This design comes from an exercise in tuning for small area, a short achievable clock period and few clock cycles per item on the open sky130 flow, not from production work. Only simulation tests tie the RTL to the original design; equivalence was not proved. Power is estimated from default activity; no workload was simulated.

==> flow/design.v, too long to show whole: its modules and the start of the top module <==
// module dmme_fa: 10 lines
// module dmme_ha: 9 lines
// module dmme_xnor: 7 lines
// module dmme_or: 7 lines
// module dmme_top: 1650 lines
module dmme_top (
    input  logic  clk_in,
    input  logic  rst,
    input  logic  req,
    output logic  ack,
    input  dmme_data_pkg::elem_t a00,
    input  dmme_data_pkg::elem_t a01,
    input  dmme_data_pkg::elem_t a10,
    input  dmme_data_pkg::elem_t a11,
    input  dmme_data_pkg::elem_t b00,
    input  dmme_data_pkg::elem_t b01,
    input  dmme_data_pkg::elem_t b10,
    input  dmme_data_pkg::elem_t b11,
    output dmme_data_pkg::acc_t  c00,
    output dmme_data_pkg::acc_t  c01,
    output dmme_data_pkg::acc_t  c10,
    output dmme_data_pkg::acc_t  c11
);
  // ...
==> flow/flow/run.sh <==
#!/bin/bash
# The standard layout (standard.sh), with two changes to how it is made:
#  - the resizer may swap a cell for one of another footprint
#    (MATCH_CELL_FOOTPRINT=0; the platform default keeps same-footprint swaps)
#  - the ports are buffered with plain buffers (buf_2) instead of the delay
#    cells buffer_ports picks by default
# If the routed layout then has an antenna violation, the layout is made
# again with the default port buffers.
set -u
try() {
  local tag=$1; shift
  rm -rf orfs out/final.def
  bash standard.sh "$@" finish > "standard_$tag.log" 2>&1
  [ -f out/final.def ] || return 1
  printf 'read_db orfs/results/sky130hd/dmme_top/base/6_final.odb\ncheck_antennas\n' > "ant_$tag.tcl"
  openroad -no_init -exit "ant_$tag.tcl" > "ant_$tag.log" 2>&1
  ! grep -q "Found [1-9][0-9]* net violations" "ant_$tag.log"
}
try buf MATCH_CELL_FOOTPRINT=0 "BUFFER_PORTS_ARGS=-buffer_cell sky130_fd_sc_hd__buf_2" ||
  try std MATCH_CELL_FOOTPRINT=0
==> flow/standard.sh <==
#!/bin/bash
# synth_recipe.tcl (not shown) runs the flow's synth.tcl, then flattens the netlist and writes it again
# the make line also repeats each setting of config.mk as NAME=value (left out here)
make -C /OpenROAD-flow-scripts/flow DESIGN_CONFIG=/design/flow/config.mk WORK_HOME=/design/flow/orfs CLKGATE_MAP_FILE= SYNTH_SCRIPT=/design/flow/synth_recipe.tcl "${@:-finish}"
==> flow/config.mk <==
export PLATFORM = sky130hd
export DESIGN_NAME = dmme_top
export DESIGN_NICKNAME = dmme_top
export VERILOG_FILES = /design/flow/design.v
export SDC_FILE = /design/flow/constraint.sdc
export NUM_CORES = 4
export LEC_CHECK = 0
export CAP_MARGIN = 20
export CORE_MARGIN = 2
export CORE_UTILIZATION = 60
export PLACE_DENSITY = 0.75
export SETUP_SLACK_MARGIN = 2.9
export SLEW_MARGIN = 20
export SYNTH_HIERARCHICAL = 1
export SYNTH_MINIMUM_KEEP_SIZE = 0
==> flow/constraint.sdc <==
create_clock -name core_clock -period 7.0 [get_ports {clk_in}]
set_input_delay 1.4000 -clock core_clock [delete_from_list [all_inputs] [get_ports {clk_in}]]
set_output_delay 1.4000 -clock core_clock [all_outputs]
set_load 0.01 [all_outputs]
==> flow_summary.json, run 1 <==
{
  "grt_antenna_before_repair": 2,
  "p_per_area_nw_per_um2": 458.6,
  "holdBufCountCts": 0,
  "synth-seq-cells": 129,
  "crit_buf_inv": 1,
  "dominant_cells": "multi-input combinational cells",
  "clkPwrFrac_pct": 11.4,
  "rows": 59,
  "fillers": 1991,
  "cts_sinks": 129,
  "cts_tree": "yes",
  "post-route-period-util_pct": 59.47,
  "leakage_nw": 6.378,
  "place_area_um2": 16390,
  "antennaDiodeCount": 1,
  "fin_area_um2": 17280,
  "synth_top_family_by_area": "adder cells",
  "placedCellCount": 1871,
  "gp_congestion": 0.8720,
  "synth_compound_area_share_pct": 3.283,
  "outcome": "complete, no violations",
  "rsz0062_at_grt": "true",
  "buffers": 145,
  "grt_overflow": 0,
  "peakVddDrop_v": 0.0005230,
  "p_comb_w": 0.00577,
  "synthAdderAreaFrac_pct": 54.94,
  "synth_top_area_share_pct": 51.76,
  "syn_to_final_growth_pct": 9.515,
  "cp_slowest_stage_delay_ns": 0.45,
  "yosys.area_share.simple_pct": 16.32,
  "dr.max_layer_used": "met5",
  "dpl.hpwl_mm": 28.00,
  "endpoint_kind": "output port",
  "arrival_ns": 2.76,
  "drv_cap": 0,
  "drc": 0,
  "yosysTopAreaCell": "fa_1",
  "initial_core_util_pct": 60.90,
  "ios": 140,
  "grt_pass1_wl_mm": 62.40
}
Testbench counts, summed over its fixed seeds: cycles 3,200, jobs 1,600.
==> run 2: changes to the inputs <==
--- a/flow/config.mk
+++ b/flow/config.mk
@@ -9,7 +9,7 @@
 export CORE_MARGIN = 2
 export CORE_UTILIZATION = 60
 export PLACE_DENSITY = 0.75
-export SETUP_SLACK_MARGIN = 2.9
+export SETUP_SLACK_MARGIN = 2.8
 export SLEW_MARGIN = 20
 export SYNTH_HIERARCHICAL = 1
 export SYNTH_MINIMUM_KEEP_SIZE = 0
==> run 2 against run 1 <==
Non-clock buffer count unchanged. Clock power is 3.6% higher. Critical path depth did not move. Core utilization is 0.76 points lower. Combinational power fell by 2%. Power decreased by 1.1%. Final area shrank 1.1%. Fmax fell by 0.75%. Synthesized cell count unchanged. Critical path type unchanged. Worst setup slack worse by 0.031 ns. Final cell count barely moved. Count of clock-buffer cells in the layout down 4.
==> flow_summary.json, run 2 <==
{
  "grt_use_total_pct": 29.59,
  "synthMuxAreaShare_pct": 0.06344,
  "placedCellCount": 1871,
  "cp_slowest_cell": "or4_4",
  "final_antenna_net_count": 0,
  "grt_antenna_before_repair": 4,
  "yosysTopAreaCell": "fa_1",
  "nNetsFinal": 2080,
  "die_w_um": 166.2,
  "first_pass_iters": 7,
  "cts.htree.levels": 4,
  "synthAdderAreaFrac_pct": 54.94,
  "synth.cell_area_um2": 15780,
  "fmax_mhz": 238.4,
  "drv_cap": 0,
  "vias": 11376,
  "tightest_slew_ns": 0.5190,
  "final_common_cell": "nand2_1",
  "initial_core_util_pct": 60.90,
  "syn_to_final_growth_pct": 8.262,
  "yosys_warnings": 7,
  "grt_pass1_vias": 12768,
  "min_path_type": "in2async",
  "final_cell_mix": "nand2_1, fa_1, buf_2, dfxtp_1, xnor2_1",
  "rows": 59,
  "cp.required_ns": 5.60,
  "endpoint_kind": "output port",
  "cts_tree": "yes",
  "finalHoldViolations": 0,
  "synth_top_area_share_pct": 51.76,
  "synth.distinct_cells": 45,
  "crit_top_cell": "fa_2",
  "core_area_um2": 25910,
  "setup_viol": 0,
  "cts_root_buf": "clkbuf_16",
  "clk_pin_slew_ns": 0.06,
  "grt_pass1_wl_mm": 63.33,
  "syn_area_per_cell_um2": 10.18,
  "slew_violations": 0,
  "ys_seq_area_share_pct": 16.40,
  "cp-start-kind": "register",
  "synth_top_family_by_area": "adder cells",
  "port_buffers": 135,
  "leakage_nw": 6.387,
  "post-route-min-period_ns": 4.194,
  "grt_max_degree": 17,
  "wl_per_cell_um": 20.41,
  "synthXorXnorAreaFrac_pct": 3.885,
  "synth_compound_area_share_pct": 3.283,
  "rsz0062_at_grt": "true",
  "critPathMaxFanout": 3,
  "post-route-period-util_pct": 59.91,
  "dieArea_um2": 27610,
  "synth-edff-count": 0,
  "synthCells": 1550,
  "outcome": "complete, no violations",
  "setup_tns_ns": 0,
  "ys_dominant_reg_cell": "dfxtp_1",
  "synth_most_common_cell": "nand2_1",
  "ios": 140,
  "synth-seq-cells": 129,
  "synth_commonest_cells": "nand2_1, fa_1, clkbuf_1, dfxtp_1, xnor2_1",
  "peakVddDrop_v": 0.0006025,
  "critPathTopFamily": "adder cells",
  "dpl.hpwl_mm": 28.27,
  "cp_slowest_stage_delay_ns": 0.46,
  "crit_buf_inv": 1,
  "dr.first_iter.drc_count": 1051,
  "drc": 0,
  "synthArstFlopShare_pct": 0.7752,
  "drive_gt1_share_pct": 13.94,
  "clk_path_buf_depth": 2,
  "cts_made_buffers": 17,
  "fp.dieH_um": 166.2,
  "slew_headroom_pct": 65.40,
  "wl_mm": 39.09,
  "synthTopCellsByArea": "fa_1, dfxtp_1, nand2_1, ha_1, xnor2_1",
  "cts_sinks": 129,
  "final_cells": 1915,
  "p_per_area_nw_per_um2": 458.8,
  "via_per_inst": 5.940,
  "grt_overflow": 0,
  "crit_chain": "fa_2, fa_2, a21oi_2, o21ai_2, or4_4, a2111oi_4, nor4_2, buf_2",
  "gp_congestion": 0.8937,
  "yosys.area_share.simple_pct": 16.32,
  "arrival_ns": 2.79,
  "path_class": "reg2out"
}
run 2: cell counts after synthesis:
No cell type changed its count.
run 2: through the flow:
step           worst slack [ns]  total power, W  utilization [%]  hold WS [ns]  instance area (um^2)
2_1_floorplan             2.777        0.005060                -         1.104                 16180
4_1_cts                   2.720        0.007733            65.51        0.7147                 16970
5_1_grt                   2.735        0.008608            65.93        0.7198                 17080
3_5_place_dp              2.547        0.006597            62.69         1.176                 16240
6_report                  2.806        0.007837            65.93        0.7299                 17080
3_3_place_gp              2.572        0.006426            62.69         1.174                 16240
run 2: kinds of logic after synthesis:
| group | Yosys count |
|---|---|
| AOI/OAI and AO/OA | 77 |
| xor gates and xnor gates | 70 |
| adders and majority gates | 448 |
| buffers and inverters | 190 |
| DFF | 129 |
| muxes | 1 |
| other | 1 |
| and+or+nand+nor | 634 |
run 2: how the worst max path moves through the flow:
stage | startpoint | endpoint | slack, ns | cells after the start
after floorplan | a11[1] | t11_n197_q | 2.78 | 8
after global placement | b11[3] | t01_n197_q | 2.57 | 7
after detailed placement | b00[1] | t10_n197_q | 2.55 | 7
after CTS | t00_cy_q | c00[15] | 2.72 | 8
after global routing | t01_cy_q | c01[15] | 2.74 | 8
final | t00_cy_q | c00[15] | 2.81 | 8
run 2: area by class of cell:
class                   count  area (um^2)
clock buffers              19        452.9
clock inverters            13        161.4
well taps                 335        419.2
multi-input cells        1234        12560
fillers                  1966         8828
repair buffers            145        750.7
diodes                      2        5.005
flip-flops and latches    129         2591
inverters                  38        142.6
run 2: power by group:
part | leakage (nW) | switching, W | internal [W]
Combinational | 5.01 | 0.00305 | 0.00260
Clock | 0.291 | 0.000360 | 0.000578
Sequential | 1.09 | 0.000154 | 0.00110
Total | 6.39 | 0.00356 | 0.00427
run 2: Yosys stat by module, one instance, submodules excluded:
module / cells inside / area, um^2
dmme_or: 1 / 6.256
dmme_fa: 1 / 20.02
dmme_top: 1070 / 7171
dmme_xnor: 1 / 8.758
run 2: what timing repair did:
item                       4_1_cts  5_1_grt
gates resized for setup         18       14
pin swaps                       13       13
buffers inserted                 6        4
cloned                           0        0
setup endpoints to repair        7       12
hold buffers                     0        0
run 2: metal layers:
layer | share of wire, % | vias up | global-route usage, %
met1 | 35 | 5842 | 35.65
met4 | 4.6 | 2 | 15.24
met3 | 8.5 | 149 | 5.744
li1 | - | 4712 | -
met5 | 0.033 | - | 0
met2 | 52 | 671 | 50.95
==> run 3: changes to the inputs <==
--- a/flow/config.mk
+++ b/flow/config.mk
@@ -7,8 +7,8 @@
 export LEC_CHECK = 0
 export CAP_MARGIN = 20
 export CORE_MARGIN = 2
-export CORE_UTILIZATION = 60
-export PLACE_DENSITY = 0.75
+export CORE_UTILIZATION = 70
+export PLACE_DENSITY = 0.85
 export SETUP_SLACK_MARGIN = 2.8
 export SLEW_MARGIN = 20
 export SYNTH_HIERARCHICAL = 1
==> run 3 against run 2 <==
Still clean. Synthesized cell count is the same. Final cell count fell by 3.2%. Sequential power is essentially flat. Hold slack better by 0.0019 ns. Largest power group unchanged. Global-route usage up 5.5 points.
==> flow_summary.json, run 3 <==
{
  "outcome": "complete, no violations",
  "synthTopCellsByArea": "fa_1, dfxtp_1, nand2_1, ha_1, xnor2_1",
  "rsz0062_at_grt": "true",
  "yosysTopAreaCell": "fa_1",
  "wl_mm": 39.26,
  "synthArstFlopShare_pct": 0.7752,
  "post-route-period-util_pct": 61.17,
  "grt_overflow": 0,
  "arrival_ns": 2.88,
  "path_class": "reg2out",
  "slew_headroom_pct": 63.85,
  "drv_cap": 0,
  "p_per_area_nw_per_um2": 467.6,
  "rows": 54,
  "cp-start-kind": "register",
  "final_cell_mix": "nand2_1, fa_1, buf_2, dfxtp_1, xnor2_1",
  "drc": 0,
  "synth.cell_area_um2": 15780,
  "finalHoldViolations": 0,
  "syn_area_per_cell_um2": 10.18,
  "p_seq_share_pct": 15.7,
  "ios": 140,
  "cts_root_buf": "clkbuf_16",
  "fillers": 1360,
  "slew_violations": 0,
  "clk_pin_slew_ns": 0.06,
  "post-route-min-period_ns": 4.282,
  "wl_per_cell_um": 21.19,
  "sw_frac_of_total_pct": 45.45,
  "cts_made_buffers": 17,
  "grt_max_degree": 17,
  "fp.dieH_um": 154.1,
  "ys_seq_area_share_pct": 16.40,
  "cp_slowest_stage_delay_ns": 0.50,
  "gp_congestion": 0.9038,
  "port_buffers": 135,
  "dr.first_iter.drc_count": 1170,
  "die_w_um": 154.1,
  "final_common_cell": "nand2_1",
  "crit_top_cell": "fa_2",
  "cts.htree.levels": 4,
  "synth-seq-cells": 129,
  "endpoint_kind": "output port",
  "first_pass_iters": 6,
  "yosys_warnings": 7,
  "synthCells": 1550,
  "clkPwrFrac_pct": 12.7,
  "synth_commonest_cells": "nand2_1, fa_1, clkbuf_1, dfxtp_1, xnor2_1",
  "drive_gt1_share_pct": 13.67,
  "setup_viol": 0,
  "synth_most_common_cell": "nand2_1",
  "clk_path_buf_depth": 2,
  "pwr-share-comb_pct": 71.6,
  "core_area_um2": 21960,
  "grt_antenna_before_repair": 1,
  "cts_sinks": 129,
  "dieArea_um2": 23760,
  "synth_top_area_share_pct": 51.76,
  "dpl.hpwl_mm": 28.19,
  "grt_use_total_pct": 35.05,
  "grt_pass1_wl_mm": 63.64,
  "cp_slowest_cell": "or4_4",
  "peakVddDrop_v": 0.0006568,
  "ys_dominant_reg_cell": "dfxtp_1",
  "via_per_inst": 6.335,
  "grt_pass1_vias": 13247,
  "final_antenna_net_count": 0,
  "synth-edff-count": 0,
  "initial_core_util_pct": 71.86,
  "crit_chain": "fa_2, fa_2, a21oi_2, o21ai_2, or4_4, and3_1, a311oi_2, buf_2",
  "vias": 11738,
  "setup_tns_ns": 0,
  "leakage_nw": 6.396,
  "nNetsFinal": 2075,
  "critPathMaxFanout": 3,
  "tightest_slew_ns": 0.5355,
  "seqCellArea_um2": 2587,
  "multi_input_comb_area_um2": 12590,
  "syn_to_final_growth_pct": 8.017,
  "hold_ws_ns": 0.7318,
  "cts_tree": "yes",
  "synth.distinct_cells": 45,
  "fmax_mhz": 233.5,
  "min_path_type": "in2async",
  "cp.required_ns": 5.60,
  "netSwitchingPower_w": 0.003622,
  "antennaDiodeCount": 0,
  "internal_power_w": 0.004347
}
-- run 3: cell counts after synthesis --
No cell type changed its count.
-- run 3: what timing repair did --
item                                   CTS  global route
setup endpoints to repair                6            13
pin swaps                                9             9
endpoints found under the hold margin    0             0
buffers inserted                         4             1
gates resized for setup                 11            21
hold buffers                             0             0
-- run 3: path summary, 6_finish.rpt --
kind                       cells after the start  slack (ns)  endpoint     start
max                                            8        2.72   c01[15]  t01_cy_q
min                                            1        0.73       ack       rst
max in group asynchronous                      1        6.19       ack       rst
min in group core_clock                        1        1.08       ack       req
-- run 3: final cells by class --
cell class,count,area share (%)
Clock buffer,19,2.657
Clock inverter,13,1.226
Inverter,38,0.8369
Multi-Input combinational cell,1234,73.86
Sequential cell,129,15.18
Tap cell,280,2.056
Timing Repair Buffer,140,4.184
-- run 3: cell families after synthesis --
group	count (synthesis)	share of synthesized area, %
AO/OA/AOI/OAI	77	3.283
other	1	0.02377
adder cells (fa/ha/maj)	448	54.94
flip-flops	129	16.40
buffers and inverters	190	5.091
AND/OR/NAND/NOR	634	16.32
multiplexers	1	0.06344
XOR/XNOR	70	3.886
-- run 3: routing by layer --
| metal | up-vias | wire (um) | GRT usage (%) | share of wire [%] |
|---|---|---|---|---|
| li1 | 4701 | - | - | - |
| met1 | 5937 | 12760 | 40.26 | 32 |
| met2 | 870 | 20330 | 60.67 | 52 |
| met3 | 230 | 3756 | 8.399 | 9.6 |
| met4 | 0 | 2414 | 19.72 | 6.1 |
| met5 | - | 0 | 0 | 0 |
-- run 3: power groups by stage --
stage          Clock (W)  Sequential (W)  Combinational [W]
2_1_floorplan          0         0.00123            0.00383
3_3_place_gp           0         0.00125            0.00512
3_5_place_dp           0         0.00127            0.00530
4_1_cts          0.00102         0.00126            0.00546
5_1_grt          0.00105         0.00129            0.00636
6_report         0.00101         0.00125            0.00570
-- run 3: worst max-delay path: cells and delay by family (launching register included) --
family | cells | cell delay (ns)
flip-flops | 1 | 0.32
buffers and inverters | 1 | 0.18
AO/OA/AOI/OAI | 3 | 0.48
adder cells (fa/ha/maj) | 2 | 0.77
AND/OR/NAND/NOR | 2 | 0.69
-- run 3: through the flow --
step	std cells	power (W)	cell area, um^2	setup slack (ns)	util [%]
2_1_floorplan	1553	0.005060	16180	2.777	-
3_3_place_gp	1816	0.006367	16180	2.603	73.66
3_5_place_dp	1816	0.006569	16180	2.557	73.66
4_1_cts	1852	0.007738	16920	2.723	77.04
5_1_grt	1853	0.008708	17040	2.618	77.62
6_report	1853	0.007969	17040	2.718	77.62
-- run 3: modules after synthesis (local to each module, per instance) --
module,copies in the design,flops+latches,cells
dmme_or,40,0,1
dmme_xnor,40,0,1
dmme_fa,400,0,1
dmme_top,1,129,1070
==> run 4: changes to the inputs <==
--- a/flow/flow/run.sh
+++ b/flow/flow/run.sh
@@ -2,7 +2,7 @@
 # The standard layout (standard.sh), with two changes to how it is made:
 #  - the resizer may swap a cell for one of another footprint
 #    (MATCH_CELL_FOOTPRINT=0; the platform default keeps same-footprint swaps)
-#  - the ports are buffered with plain buffers (buf_2) instead of the delay
+#  - the ports are buffered with plain buffers (buf_1) instead of the delay
 #    cells buffer_ports picks by default
 # If the routed layout then has an antenna violation, the layout is made
 # again with the default port buffers.
@@ -16,5 +16,5 @@
   openroad -no_init -exit "ant_$tag.tcl" > "ant_$tag.log" 2>&1
   ! grep -q "Found [1-9][0-9]* net violations" "ant_$tag.log"
 }
-try buf MATCH_CELL_FOOTPRINT=0 "BUFFER_PORTS_ARGS=-buffer_cell sky130_fd_sc_hd__buf_2" ||
+try buf MATCH_CELL_FOOTPRINT=0 "BUFFER_PORTS_ARGS=-buffer_cell sky130_fd_sc_hd__buf_1" ||
   try std MATCH_CELL_FOOTPRINT=0
--- a/flow/config.mk
+++ b/flow/config.mk
@@ -7,8 +7,8 @@
 export LEC_CHECK = 0
 export CAP_MARGIN = 20
 export CORE_MARGIN = 2
-export CORE_UTILIZATION = 70
-export PLACE_DENSITY = 0.85
+export CORE_UTILIZATION = 60
+export PLACE_DENSITY = 0.75
 export SETUP_SLACK_MARGIN = 2.8
 export SLEW_MARGIN = 20
 export SYNTH_HIERARCHICAL = 1
==> run 4 against run 3 <==
Sequential power about the same. Non-clock buffer count increased by 9. Global-route usage decreased by 5.6 points. Flip-flop and latch count unchanged. First-iteration DRC count increased by 0.60%. Critical path depth unchanged. Clock power about the same. Wire length decreased by 1.4%. Sequential share of layout area about the same.
==> flow_summary.json, run 4 <==
{
  "core_area_um2": 25910,
  "synthTopCellsByArea": "fa_1, dfxtp_1, nand2_1, ha_1, xnor2_1",
  "slew_violations": 0,
  "cts_tree": "yes",
  "min_path_type": "in2async",
  "grt_pass1_wl_mm": 62.98,
  "clkPwrFrac_pct": 13.3,
  "post-route-min-period_ns": 4.242,
  "cts_root_buf": "clkbuf_16",
  "tightest_slew_ns": 0.8133,
  "grt_max_degree": 17,
  "cp.required_ns": 5.60,
  "rsz0062_at_grt": "true",
  "syn_to_final_growth_pct": 8.112,
  "via_per_inst": 5.986,
  "fp.dieH_um": 166.2,
  "syn_area_per_cell_um2": 10.18,
  "synth.cell_area_um2": 15780,
  "post-route-period-util_pct": 60.60,
  "synth-seq-cells": 129,
  "critPathMaxFanout": 3,
  "grt_overflow": 0,
  "synthCells": 1550,
  "p_per_area_nw_per_um2": 447.1,
  "first_pass_iters": 7,
  "wl_per_cell_um": 20.20,
  "initial_core_util_pct": 60.90,
  "final_common_cell": "nand2_1",
  "ios": 140,
  "wl_mm": 38.73,
  "drive_gt1_share_pct": 9.229,
  "dieArea_um2": 27610,
  "drc": 0,
  "nNetsFinal": 2084,
  "synth_commonest_cells": "nand2_1, fa_1, clkbuf_1, dfxtp_1, xnor2_1",
  "clk_pin_slew_ns": 0.06,
  "pwr-share-comb_pct": 70.3,
  "peakVddDrop_v": 0.0005102,
  "drv_cap": 0,
  "hold_ws_ns": 0.7212,
  "gp_congestion": 0.8740,
  "die_w_um": 166.2,
  "cts_sinks": 129,
  "vias": 11476,
  "synth_most_common_cell": "nand2_1",
  "slew_headroom_pct": 45.78,
  "p_seq_share_pct": 16.4,
  "final_cells": 1917,
  "antennaDiodeCount": 0,
  "netSwitchingPower_w": 0.003538,
  "yosys_warnings": 7,
  "ys_dominant_reg_cell": "dfxtp_1",
  "placedCellCount": 1879,
  "setup_viol": 0,
  "clk_path_buf_depth": 2,
  "sw_frac_of_total_pct": 46.39,
  "synth-edff-count": 0,
  "ys_seq_area_share_pct": 16.40,
  "rows": 59,
  "grt_antenna_before_repair": 0,
  "grt_pass1_vias": 12859,
  "port_buffers": 135,
  "final_cell_mix": "nand2_1, fa_1, dfxtp_1, buf_1",
  "grt_use_total_pct": 29.42,
  "synthArstFlopShare_pct": 0.7752,
  "endpoint_kind": "output port",
  "path_class": "reg2out",
  "cp-start-kind": "register",
  "yosysTopAreaCell": "fa_1",
  "finalHoldViolations": 0,
  "internal_power_w": 0.004089,
  "cts.htree.levels": 4,
  "leakage_nw": 6.220,
  "arrival_ns": 2.84,
  "dpl.hpwl_mm": 27.91,
  "dr.first_iter.drc_count": 1177,
  "synth_top_area_share_pct": 51.76,
  "fmax_mhz": 235.8,
  "outcome": "complete, no violations",
  "synth.distinct_cells": 45,
  "setup_tns_ns": 0,
  "final_antenna_net_count": 0,
  "cts_made_buffers": 17
}
## run 4: critical path: stages (launching register included)
cell and delay [ns]:
dfxtp_2 0.32, fa_2 0.41, fa_2 0.38, a21oi_2 0.17
o21ai_2 0.10, or4_4 0.46, a2111oi_4 0.33, nor4_2 0.09
buf_2 0.15
## run 4: layer usage
layer | vias to the layer above | track usage, % | wire length, um
li1 | 4722 | - | -
met1 | 5871 | 34.66 | 13290
met3 | 163 | 7.031 | 3612
met4 | 0 | 15.43 | 1956
met2 | 720 | 50.37 | 19870
met5 | - | 0 | 0
## run 4: cells by family after synthesis
kind of cell	share of synthesized area, %
multiplexers	0.06344
XOR/XNOR	3.886
flip-flops	16.40
buffers and inverters	5.091
adder cells (fa/ha/maj)	54.94
AND/OR/NAND/NOR	16.32
AO/OA/AOI/OAI	3.283
other	0.02377
## run 4: cell type report
cell class | instances | area [um^2]
Tap cell | 335 | 419.2
Fill cell | 2005 | 8852
Multi-Input combinational cell | 1234 | 12550
Clock inverter | 13 | 209.0
Sequential cell | 129 | 2591
Clock buffer | 19 | 452.9
Timing Repair Buffer | 149 | 690.7
Inverter | 38 | 142.6
## run 4: worst paths after layout
check                          from       to  slack (ns)  depth (start not counted)
worst min-delay path            rst      ack        0.72                          1
worst max-delay path       t00_cy_q  c00[15]        2.76                          8
max in group asynchronous       rst      ack        6.18                          1
min in group core_clock         req      ack        1.07                          1
## run 4: power by group through the flow
stage               Clock (W)  Sequential, W  Combinational [W]
CTS                   0.00103        0.00125            0.00529
finish                0.00101        0.00125            0.00536
global placement            0        0.00126            0.00499
global route          0.00106        0.00129            0.00608
floorplan                   0        0.00123            0.00383
detailed placement          0        0.00127            0.00512
## run 4: modules after synthesis, one instance, submodules excluded
module     cells inside  flops+latches  times used
dmme_or               1              0          40
dmme_top           1070            129           1
dmme_fa               1              0         400
dmme_xnor             1              0          40
## run 4: timing repair
item                                    CTS  global route
endpoints found under the setup margin   44            13
buffers inserted                          5             1
hold buffers                              0             0
resized for setup                       112            15
pin swaps                                11             9
## run 4: stage by stage
| stage | setup WS [ns] | instance area, um^2 | utilization, % | total power, W |
|---|---|---|---|---|
| 2_1_floorplan | 2.777 | 16180 | - | 0.005060 |
| 3_3_place_gp | 2.138 | 16140 | 62.27 | 0.006243 |
| 3_5_place_dp | 2.095 | 16140 | 62.27 | 0.006384 |
| 4_1_cts | 2.758 | 16980 | 65.51 | 0.007570 |
| 5_1_grt | 2.674 | 17060 | 65.84 | 0.008419 |
| 6_report | 2.758 | 17060 | 65.84 | 0.007627 |

==> re-timing with driven ports <==
The flow's constraints put no driver on any port. The routed layouts listed below were extracted and timed again, unchanged, in two steps. Step 1: set_driving_cell puts a clkbuf_16 on clk_in and a buf_2 on each other input, an assumption about the parent block. Step 2 times the ports against the registers' clock, not the clock port: input delays grow and output delays shrink by t, the midpoint of the rising clock arrivals with the driver on. Slacks: ideal / step 1 / step 2; pairs: ideal / step 1.
run	shift t [ns]	setup slack, ns	worst setup path after step 2
run 1	0.474	2.837 / 2.791 / 2.481	input to register
run 2	0.471	2.806 / 2.759 / 2.501	input to register
run 3	0.477	2.718 / 2.672 / 2.446	input to register
run 4	0.473	2.758 / 2.708 / 2.433	input to register
After both steps setup and hold are still met in every run listed. For run 1, which loses most, drivers alone change the setup slack by -0.046 ns; drivers and shift together by -0.356 ns.
